This design comes from an exercise in tuning for small area, a short achievable clock period and few clock cycles per item on the open sky130 flow, not from production work.
The RTL was checked by simulation tests, not by an equivalence proof against the original design.

try-indigo:
## stride_prefetch_predictor
module stride_prefetch_predictor
(
    input  logic                                 clk,
    input  logic                                 rst_n,
    input  logic                                 cfg_we,
    input  logic [spp_pkg::CFG_ADDR_BITS-1:0]    cfg_addr,
    input  logic [spp_pkg::CFG_DATA_BITS-1:0]    cfg_wdata,
    input  logic                                 s_tvalid,
    output logic                                 s_tready,
    input  logic [spp_pkg::S_TDATA_BITS-1:0]     s_tdata,
    input  logic                                 s_tuser,
    output logic                                 m_tvalid,
    input  logic                                 m_tready,
    output logic [spp_pkg::M_TDATA_BITS-1:0]     m_tdata,
    output logic                                 m_tuser
);
    localparam int QB = spp_pkg::QUOT_BITS;
    logic [15:0] budget_reg;
    logic [3:0]  conf_threshold_reg;
    logic [3:0]  conf_limit_reg;
    logic [3:0]  depth_limit_reg;
    logic          s1_valid;
    logic          s1_kind;
    logic [51:0]   s1_page;
    logic          s1_update;
    logic [31:0]   s1_e;
    logic          seen_reg;
    logic [47:0]   last_time_reg;
    logic          s2_valid;
    logic          s2_kind;
    logic [51:0]   s2_page;
    logic [31:0]   tau_reg;
    logic          valid_reg;
    logic [31:0]   tau_out_reg;
    logic [31:0]   last_page_reg;
    logic [31:0]   last_stride_reg;
    logic [3:0]    conf_reg;
    logic          pending_reg;
    logic [51:0]   req_base_reg;
  ...
==> flow/config.mk <==
export PLATFORM = sky130hd
export DESIGN_NAME = stride_prefetch_predictor
export DESIGN_NICKNAME = stride_prefetch_predictor
export VERILOG_FILES = /design/flow/design.v
export SDC_FILE = /design/flow/constraint.sdc
export NUM_CORES = 4
export LEC_CHECK = 0
export ABC_AREA = 1
export CAP_MARGIN = 20
export CORE_MARGIN = 2
export CORE_UTILIZATION = 50
export SETUP_SLACK_MARGIN = 5.0
export SLEW_MARGIN = 20
==> flow/constraint.sdc <==
create_clock -name core_clock -period 10.0 [get_ports {clk}]
set_input_delay 2.0000 -clock core_clock [delete_from_list [all_inputs] [get_ports {clk}]]
set_output_delay 2.0000 -clock core_clock [all_outputs]
set_load 0.01 [all_outputs]
standard.sh (not shown) runs the stock make flow with config.mk's settings and CLKGATE_MAP_FILE= SYNTH_SCRIPT=/design/flow/synth_recipe.tcl, a recipe that flattens the netlist after the stock synthesis.
==> flow/flow/run.sh <==
#!/bin/bash
# The standard layout, with the port buffers made of plain buffers
# (sky130_fd_sc_hd__buf_1) instead of the cell buffer_ports picks on its own.
# The full output of the flow goes to standard.log in this folder.
set -e
export BUFFER_PORTS_ARGS="-buffer_cell sky130_fd_sc_hd__buf_1"
bash standard.sh > standard.log 2>&1
try-indigo ran to completion and came out clean on the timing, design-rule and antenna checks.
Testbench counts of try-indigo, summed over its fixed seeds: cycles 3,224, items 3,200.
### try-indigo -> try-maple
==> flow/flow/run.sh <==
#!/bin/bash
# The standard layout, with the port buffers made of plain buffers
# (sky130_fd_sc_hd__buf_2) instead of the cell buffer_ports picks on its own.
# The full output of the flow goes to standard.log in this folder.
set -e
export BUFFER_PORTS_ARGS="-buffer_cell sky130_fd_sc_hd__buf_2"
bash standard.sh > standard.log 2>&1
==> comparison <==
- First-pass iteration count of the detailed router for try-maple: 3 up relative to try-indigo
- try-maple and try-indigo ended up with nearly the same total routing usage reported by global routing.
- Final-layout fill cell count on try-maple is down relative to try-indigo.
- Between try-maple and try-indigo, the largest net degree at the start of global routing is higher for try-indigo.
- Comparing final-layout worst hold slack for try-maple and try-indigo, the bigger number came from try-indigo.
- Of the two values seen for worst setup path startpoint, tau_reg[9] was produced by try-maple and tau_reg[4] by try-indigo.
- Comparing try-maple with try-indigo, the number of top-level pins came out essentially unchanged.
- In try-maple the final critical path time including I/O delays and setup turned out 0.071 ns higher than in try-indigo.
- Taking try-indigo as the reference, in try-maple final area now larger; via count now larger; global routing met2 resource utilization now larger.
Relative to try-maple, the following input files were edited for try-juniper:
Settings: CORE_UTILIZATION changed from 50 to 60.
==> flow/run.sh (new file) <==
#!/bin/bash
# synth_recipe.tcl (not shown) runs the flow's synth.tcl, then flattens the netlist and writes it again
# the make line also repeats each setting of config.mk as NAME=value (left out here)
make -C /OpenROAD-flow-scripts/flow DESIGN_CONFIG=/design/flow/config.mk WORK_HOME=/design/flow/orfs CLKGATE_MAP_FILE= SYNTH_SCRIPT=/design/flow/synth_recipe.tcl finish
removed: flow/flow/run.sh
removed: flow/standard.sh
## What came out
- Looking at utilization, try-juniper sits 14 points higher than try-maple does.
- Compared with try-maple, in try-juniper worst slack on hold paths went up by 0.019 ns, critical path depth +5, maximum number of pins on one net before global-route repair up 33, layout-stage area growth over the synthesis result now larger, count of final setup violators roughly the same.
- Against try-maple, try-juniper comes in 22 higher on total number of nets in the final design.
- try-juniper reports a lower area of combinational cells with multiple inputs than try-maple does.
What try-raven does differently from try-juniper at the input level:
Settings: CORE_UTILIZATION: 60 -> 50.
### Flow results
- try-raven vs. try-juniper: initial standard-cell utilization of the core went down by 10 points.
- Compared try-juniper against try-raven; peak per-stage delay on the critical path within noise.
- From try-juniper to try-raven the numbers moved as follows: half-perimeter wire length after placement now larger; die area climbed about 20%.
- try-raven against try-juniper; first-pass GRT wire length is up by a few percent.
- Between try-raven and try-juniper, it is try-raven whose met2 usage is lower, by 6.4 points.
- The number of cells after detailed placement number comes out lower for try-juniper vs try-raven.
- Relative to try-juniper, the global-route usage of try-raven is lower by 4.2 points.

-- port drivers added, routing unchanged --
How much do the figures lean on ideal ports? The routed layouts below were timed once more, with nothing changed but the port constraints. Step 1, drivers: a clkbuf_16 drives clk and a buf_2 each remaining input, both assumed. Step 2 adds t to the input delays and takes it off the output delays; t is the mean of the earliest and latest rising clock arrival at the registers after step 1. Input paths then give back, and output paths get back, about the clock's delay inside the block. Slacks: ideal ports / drivers / drivers and shift; pairs: ideal ports / drivers.
run | shift t [ns] | slack for setup (ns) | clock arrival spread, ns
try-indigo | 0.699 | 5.061 / 5.061 / 4.542 | 0.043 / 0.043
try-maple | 0.700 | 4.990 / 4.990 / 4.515 | 0.029 / 0.029
try-juniper | 0.704 | 4.940 / 4.940 / 4.466 | 0.028 / 0.028
try-raven | 0.698 | 4.954 / 4.954 / 4.460 | 0.026 / 0.027
After both steps setup and hold are still met in every run listed. For try-indigo, which loses most, drivers alone change the setup slack by 0.000 ns; drivers and shift together by -0.519 ns.
